Context: an optimization exercise on an open-source flow, tuned for small area, a short achievable clock period and few clock cycles. The choices shown serve that exercise and are no tape-out recipe.
Where RTL was checked, it was by simulation tests only, not by an equivalence proof against the original.
No activity file was given, so power comes from the tool's default toggle rates.

==> flow/design.v <==
`default_nettype none
package friet_pkg;
    parameter int block_width = 128;
    parameter int lane_width = 32;
    typedef logic [block_width-1:0] block_t;
    typedef enum logic [3:0] {
        inst_load_key = 4'd1,
        inst_encrypt  = 4'd2,
        inst_decrypt  = 4'd3,
        inst_tag      = 4'd4,
        inst_verify   = 4'd5
    } inst_t;
    typedef enum logic [1:0] {
        core_load    = 2'd0,
        core_encrypt = 2'd1,
        core_decrypt = 2'd2,
        core_squeeze = 2'd3
    } core_oper_t;
    parameter logic [2:0] verdict_fixed_bits = 3'b111;
endpackage
`default_nettype wire
`timescale 1ns/10ps
`default_nettype none
module friet_stream_top #(
    parameter int DIN_DOUT_WIDTH = 32
) (
    input  wire                        clk,
    input  wire                        reg_compare_tag_rst,
    input  wire friet_pkg::inst_t      inst,
    input  wire                        inst_valid,
    output logic                       inst_ready,
    input  wire [DIN_DOUT_WIDTH-1:0]   din,
    input  wire                        din_last,
    input  wire                        din_valid,
    output logic                       din_ready,
    output logic [DIN_DOUT_WIDTH-1:0]  dout,
    output logic                       dout_last,
    output logic                       dout_valid,
    input  wire                        dout_ready
);
    localparam int W = DIN_DOUT_WIDTH;
    localparam int LD = 0;
    localparam int EN = 1;
    localparam int DE = 2;
    localparam int TG = 3;
    localparam int VF = 4;
    logic [W-1:0] lane [0:3];
    logic [3:0] p, p_n;          
    logic [3:0] rsel, rsel_n;    
    logic [1:0] wcnt, wcnt_n;
    logic zero, zero_n;          
    logic [4:0] op, op_n;        
    logic [4:0] pend, pend_n;    
    logic [4:0] dec;
    logic iready, iready_n;
    logic vlast, vlast_n;        
    logic diff;                  
    logic [W-1:0] o0_d, o1_d;
    logic o0_l, o1_l;
    logic o0_v, o0_v_n;
    logic o1_v, o1_v_n;
    logic drdy, drdy_n;          
    logic qstep, qstep_n;        
    logic dmask, dmask_n;        
    logic [3:0] wep, wep_n;      
    logic [W-1:0] rd;
    logic [W-1:0] x;
    logic [W-1:0] res;
    logic res_l;
    logic [W-1:0] wdata;
    logic step;
    logic enq;
    logic deq;
    logic fin;
    logic free;
    logic blk_end;
    logic wr;
    logic inst_hs;
    always_comb begin
        rd = '0;
        for (int i = 0; i < 4; i++) begin
            rd = rd | (lane[i] & {W{rsel[i]}});
        end
    end
    assign x = rd ^ (din & {W{dmask}});
    assign res = x | {{(W-4){1'b0}}, {3{vlast}}, vlast & diff};
    assign res_l = vlast | (op[TG] & (wcnt == 2'd3)) | ((op[EN] | op[DE]) & din_last);
    assign wdata = din ^ (rd & {W{op[EN]}});
    assign inst_ready = iready;
    assign din_ready = drdy;
    assign dout = o0_d;
    assign dout_last = o0_l;
    assign dout_valid = o0_v;
    assign step = qstep | (din_valid & drdy);
    assign enq = step & (op[EN] | op[DE] | op[TG] | vlast);
    assign deq = o0_v & dout_ready;
    assign blk_end = step & (wcnt == 2'd3);
    assign fin = vlast ? step : (op[TG] ? blk_end : (step & ~op[VF] & din_last));
    assign free = ~(|op) | fin;
    assign wr = op[LD] | op[EN] | op[DE];
    assign inst_hs = inst_valid & iready;
    always_comb begin
        dec = '0;
        case (inst)
            friet_pkg::inst_load_key: dec[LD] = 1'b1;
            friet_pkg::inst_encrypt:  dec[EN] = 1'b1;
            friet_pkg::inst_decrypt:  dec[DE] = 1'b1;
            friet_pkg::inst_tag:      dec[TG] = 1'b1;
            friet_pkg::inst_verify:   dec[VF] = 1'b1;
            default:                  dec = '0;
        endcase
    end
    always_comb begin
        op_n = op;
        pend_n = pend;
        if (free) begin
            pend_n = '0;
            if (!iready) op_n = pend;
            else if (inst_hs) op_n = dec;
            else op_n = '0;
        end else if (inst_hs) begin
            pend_n = dec;
        end
        p_n = p;
        wcnt_n = wcnt;
        zero_n = zero;
        vlast_n = vlast;
        if (step && !vlast) begin
            wcnt_n = wcnt + 2'd1;
            if (blk_end && (op[EN] || op[DE])) p_n = {p[1:0], p[3:2]};
            else p_n = {p[2:0], p[3]};
            if (blk_end && wr) zero_n = 1'b0;
            if (blk_end && op[VF]) vlast_n = 1'b1;
        end
        if (step && vlast) vlast_n = 1'b0;
        if (deq) o0_v_n = o1_v | enq;
        else o0_v_n = o0_v | enq;
        o1_v_n = o1_v ? ~deq : (enq & o0_v & ~deq);
        if (reg_compare_tag_rst) begin
            op_n = '0;
            pend_n = '0;
            p_n = 4'b0001;
            wcnt_n = 2'd0;
            zero_n = 1'b1;
            vlast_n = 1'b0;
            o0_v_n = 1'b0;
            o1_v_n = 1'b0;
        end
        iready_n = ~(|pend_n);
        rsel_n = p_n & {4{~(zero_n | vlast_n)}};
        dmask_n = (op_n[EN] | op_n[DE] | op_n[VF]) & ~vlast_n;
        drdy_n = op_n[LD] | (op_n[VF] & ~vlast_n) | ((op_n[EN] | op_n[DE]) & ~o1_v_n);
        qstep_n = (op_n[TG] | vlast_n) & ~o1_v_n;
        wep_n = p_n & {4{drdy_n & (op_n[LD] | op_n[EN] | op_n[DE])}};
    end
    always_ff @(posedge clk) begin
        op <= op_n;
        pend <= pend_n;
        iready <= iready_n;
        p <= p_n;
        wcnt <= wcnt_n;
        zero <= zero_n;
        vlast <= vlast_n;
        o0_v <= o0_v_n;
        o1_v <= o1_v_n;
        rsel <= rsel_n;
        dmask <= dmask_n;
        drdy <= drdy_n;
        qstep <= qstep_n;
        wep <= wep_n;
    end
    always_ff @(posedge clk) begin
        if (step && op[VF] && !vlast) begin
            diff <= ((wcnt != 2'd0) & diff) | (|x);
        end
    end
    always_ff @(posedge clk) begin
        for (int i = 0; i < 4; i++) begin
            if (din_valid && wep[i]) lane[i] <= wdata;
        end
    end
    always_ff @(posedge clk) begin
        if (!o0_v || dout_ready) begin
            o0_d <= o1_v ? o1_d : res;
            o0_l <= o1_v ? o1_l : res_l;
        end
        if (!o1_v) begin
            o1_d <= res;
            o1_l <= res_l;
        end
    end
endmodule
`default_nettype wire
Settings: LEC_CHECK=0, ABC_AREA=1, CAP_MARGIN=20, CORE_MARGIN=2, CORE_UTILIZATION=40, CTS_BUF_LIST=sky130_fd_sc_hd__clkbuf_8 sky130_fd_sc_hd__clkbuf_16, CTS_CLUSTER_DIAMETER=100, CTS_CLUSTER_SIZE=30, SETUP_SLACK_MARGIN=3.8, SLEW_MARGIN=20; clock period 6.0 ns.
standard.sh (not shown) runs the stock make flow with config.mk's settings and CLKGATE_MAP_FILE= SYNTH_SCRIPT=/design/flow/synth_recipe.tcl, a recipe that flattens the netlist after the stock synthesis.
==> flow/flow/run.sh <==
#!/bin/bash
# The standard layout, with plain buffers (not delay cells) on the ports.
set -euo pipefail
bash standard.sh "BUFFER_PORTS_ARGS=-buffer_cell sky130_fd_sc_hd__buf_1" finish > standard.log 2>&1
Testbench counts at the start, summed over its fixed seeds: cycles 15,718.
Then changed:
--- a/flow/design.v
+++ b/flow/design.v
@@ -82,13 +82,13 @@
             rd = rd | (lane[i] & {W{rsel[i]}});
         end
     end
     assign x = rd ^ (din & {W{dmask}});
     assign res = x | {{(W-4){1'b0}}, {3{vlast}}, vlast & diff};
     assign res_l = vlast | (op[TG] & (wcnt == 2'd3)) | ((op[EN] | op[DE]) & din_last);
-    assign wdata = din ^ (rd & {W{op[EN]}});
+    assign wdata = op[EN] ? x : din;
     assign inst_ready = iready;
     assign din_ready = drdy;
     assign dout = o0_d;
     assign dout_last = o0_l;
     assign dout_valid = o0_v;
     assign step = qstep | (din_valid & drdy);
=>
- The changed run went through all stages and came out clean
- maximum frequency falls by 3.3%
- total power rises by 3.2%
- critical path depth is unchanged
- worst setup slack loses 0.075 ns
- final area is lower by 2.0%
The RTL of the second run of this note was laid out without a check of its function.

-- afterwards: timing with drivers on the ports --
Ports are ideal in the flow. The routed layouts listed here were re-timed in OpenROAD. Step 1 assumes that a clkbuf_16 drives the clock port and a buf_2 every other input. Step 2 moves the port delays by t, midway between the first and last clock arrival at a register: inputs arrive t later, outputs are due t later. That takes back most of the time a late clock gives input paths. Three values: ideal ports, drivers, drivers and shift; two values: the first two.
run	t, ns	setup slack, ns	worst setup path at the end	worst register clock-pin slew, ns
the first run	0.506	3.811 / 3.766 / 3.463	input to register	0.11 / 0.11
the second run	0.512	3.736 / 3.689 / 3.373	input to register	0.11 / 0.11
After both steps every run listed still meets setup and hold. The setup slack of the second run, which loses most, moves by -0.047 ns with the drivers and by -0.363 ns with both steps.
